From an optimization exercise on the open Yosys and OpenROAD flow, aimed at small area; shortcuts taken in it are not production practice. Function was checked by simulation only, so behaviour that the tests miss may differ from the original. No activity file was given, so power comes from the tool's default toggle rates.

== v9 ==
Design sorted_ready_queue, start of the top module:
module sorted_ready_queue #(
  parameter int QUEUE_DEPTH = srq_pkg::QUEUE_DEPTH_DEF,
  parameter int TIME_BITS   = srq_pkg::TIME_BITS_DEF
) (
  input  wire logic clk,
  input  wire logic rst_n,
  input  wire logic start,
  output logic      busy,
  input  wire logic [41:0] in_data,
  output logic      out_strobe,
  output logic [46:0] out_data
);
export LEC_CHECK = 0
export CAP_MARGIN = 10
export CORE_MARGIN = 2
export CORE_UTILIZATION = 50
export SETUP_SLACK_MARGIN = 0.15
export SLEW_MARGIN = 10
create_clock -name core_clock -period 5.5 [get_ports {clk}]
standard.sh (not shown) runs the stock make flow with config.mk's settings and CLKGATE_MAP_FILE= SYNTH_SCRIPT=/design/flow/synth_recipe.tcl, a recipe that flattens the netlist after the stock synthesis.
==> flow/flow/run.sh <==
#!/bin/bash
# ORFS flow with the standard synthesis script, except that ABC maps
# with abc_map.script (one restructuring round instead of five), plus
# smaller port buffers and a lighter clock tree. make's output goes to
# standard.log; ORFS keeps each step's log in orfs/logs.
set -euo pipefail
here=$(pwd)
bash standard.sh \
  "SYNTH_SCRIPT=$here/flow/my_synth.tcl" \
  "BUFFER_PORTS_ARGS=-buffer_cell sky130_fd_sc_hd__buf_1" \
  "CTS_ARGS=-sink_clustering_enable -repair_clock_nets -buf_list sky130_fd_sc_hd__clkbuf_8 -sink_clustering_size 16 -sink_clustering_max_diameter 50 -dont_use_dummy_load" \
  finish > standard.log 2>&1
==> flow/flow/abc_map.script <==
&get -n
&st
&dch
&nf
&st
&syn2
&if -g -K 6
&synch2
&nf
&put
topo
dnsize -c
==> flow/flow/my_synth.tcl <==
# The standard synthesis script (synth_recipe.tcl), with ABC's mapping
# script swapped for abc_map.script beside this file. Everything else,
# flip-flop mapping included, is the standard synthesis.
set my_abc_script [file join [file dirname [file normalize [info script]]] abc_map.script]
proc synth {args} { yosys synth -nofsm -noshare {*}$args }
proc abc {args} {
  set i [lsearch -exact $args -script]
  if { $i >= 0 } { lset args [expr { $i + 1 }] $::my_abc_script }
  yosys abc {*}$args
}
source $::env(SCRIPTS_DIR)/synth.tcl
# left out here: clear keep_hierarchy, flatten, clean up, hide names made inside functions, write 1_2_yosys.v
v9: full flow OK, the timing, design-rule and antenna checks passed
For v18, these inputs were changed with respect to v9:
- changing CORE_UTILIZATION from 50 to 45
- removing SETUP_SLACK_MARGIN (formerly 0.15)
- setting GPL_TIMING_DRIVEN to 0 for the first time
- changing CAP_MARGIN from 10 to 20
- changing SLEW_MARGIN from 10 to 20
==> flow/flow/run.sh <==
#!/bin/bash
# Standard ORFS flow (standard synthesis unchanged) with smaller port
# buffers and a lighter clock tree. Each tool's output goes to its own log.
set -euo pipefail
bash standard.sh \
  "BUFFER_PORTS_ARGS=-buffer_cell sky130_fd_sc_hd__buf_1" \
  "CTS_ARGS=-sink_clustering_enable -repair_clock_nets -buf_list sky130_fd_sc_hd__clkbuf_8 -sink_clustering_size 20 -sink_clustering_max_diameter 60 -dont_use_dummy_load" \
  finish > standard.log 2>&1
removed: flow/flow/abc_map.script
removed: flow/flow/my_synth.tcl
==> comparison <==
Relative to v9, the pin count of the biggest net entering global routing measured on v18 has decreased by more than half.
On number of DRC violations after detailed-routing iteration 0: v18 sits above v9.
Comparing v18 and v9, the higher post-synthesis net count was measured on v18.
NOTE count of clock-buffer cells in the layout v9->v18 decreased by more than 10%
v18 ends up with a net switching fraction of the power that is 3.9 points higher than in v9.
Diff v18 and v9: number of buffers inserted to repair setup after CTS higher in v18
Against v9, v18 comes in 620 ps higher on shortest clock period the worst path allows after layout.
Relative to v9, the share of the synthesized area in compound gates (AO/OA/AOI/OAI) of v18 is lower by 4.7 points.
v9 vs v18, library cell contributing the largest single delay on the critical path: sky130_fd_sc_hd__a211oi_1 vs sky130_fd_sc_hd__clkbuf_1
The layout from v18, despite a flow that completed every stage, fails the layout checks, with the failing checks listed as setup timing.
The total CTS buffers in v18 sits 8 below the value recorded for v9.
The via count reported for v18 is higher than the one for v9.
v18 ended with less worst slack on hold paths than v9.
Modified inputs, v30 compared to v18
- a deleted GPL_TIMING_DRIVEN that had been 0
- a change of CORE_UTILIZATION from 45 to 50
==> flow/flow/run.sh <==
#!/bin/bash
# Standard ORFS flow (standard synthesis unchanged) with smaller port
# buffers and a lighter clock tree.
# make's output goes to standard.log; ORFS keeps each step's log in orfs/logs.
set -euo pipefail
bash standard.sh \
  "BUFFER_PORTS_ARGS=-buffer_cell sky130_fd_sc_hd__buf_1" \
  "CTS_ARGS=-sink_clustering_enable -repair_clock_nets -buf_list sky130_fd_sc_hd__clkbuf_8 -sink_clustering_size 16 -sink_clustering_max_diameter 50 -dont_use_dummy_load" \
  finish > standard.log 2>&1
Notes after the runs:
v30 vs v18 — global-route usage dropped 0.28 points. On total power, v30 and v18 are neck and neck. Compared v30 vs v18, and final period utilization is down in v30. Relative to v18, final cell count has decreased by about 4.3% in v30. Synthesis-to-finish area growth: higher on v30. Against v18 as the reference, v30 delivers a lower sequential fraction of total cell area. [diff] maximum frequency, v30 relative to v18: improvement. v30: PASS, flow complete, no timing, DRC or antenna violations.
The inputs of v7 differ from those of v30 as listed below.
- CORE_UTILIZATION: 50 -> 40
==> flow/run.sh (new file) <==
#!/bin/bash
# synth_recipe.tcl (not shown) runs the flow's synth.tcl, then flattens the netlist and writes it again
# the make line also repeats each setting of config.mk as NAME=value (left out here)
make -C /OpenROAD-flow-scripts/flow DESIGN_CONFIG=/design/flow/config.mk WORK_HOME=/design/flow/orfs CLKGATE_MAP_FILE= SYNTH_SCRIPT=/design/flow/synth_recipe.tcl finish
removed: flow/flow/run.sh
removed: flow/standard.sh
--- outcome ---
Sort v30 and v7 by initial antenna violation count, ascending, and v7 comes first.
Between v7 and v30, it is v7 whose clock buffer instance count of the final layout is higher, by 29.
In the final reports, the cell area of v7 is larger than that of v30.
Sort v30 and v7 by critical path arrival, ascending, and v7 comes first.
v7 vs v30, post-route worst setup slack went up by 73 ps.
Fmax | v7 vs v30 | v7 faster
Comparing v30 and v7, the higher global-route usage is on v30.
Via count, v7 vs v30: down slightly
Taking v30 as the reference, in v7 count of inverters not on the clock network in the layout closely matched the old numbers; routed wire length on met3 decreased by 5.8% relative to the old numbers.
Row number of cells on the critical path: v7 higher / v30 lower

re-timing with driven ports:
Ports are ideal in the flow. The routed layouts listed here were re-timed in OpenROAD. Step 1 assumes that a clkbuf_16 drives the clock port and a buf_2 every other input. Step 2, shift: input delay + t, output delay - t, t = (earliest + latest rising clock arrival at the registers) / 2. This alone moves slack from input paths to output paths. Three values: ideal, step 1, step 2; two values: the first two.
| run | t (ns) | setup WS [ns] | worst hold slack (ns) |
|---|---|---|---|
| v9 | 0.736 | 0.282 / 0.321 / -0.415 | 0.467 / 0.467 / 0.467 |
| v18 | 0.760 | -0.338 / -0.286 / -1.046 | 0.453 / 0.453 / 0.453 |
| v30 | 0.748 | 0.196 / 0.248 / -0.501 | 0.448 / 0.448 / 0.448 |
| v7 | 0.685 | 0.269 / 0.309 / -0.376 | 0.453 / 0.453 / 0.453 |
Met with ideal ports but missed after step 2: setup timing in v9, v30 and v7. For v18, which loses most, drivers alone change the setup slack by +0.052 ns; drivers and shift together by -0.708 ns.
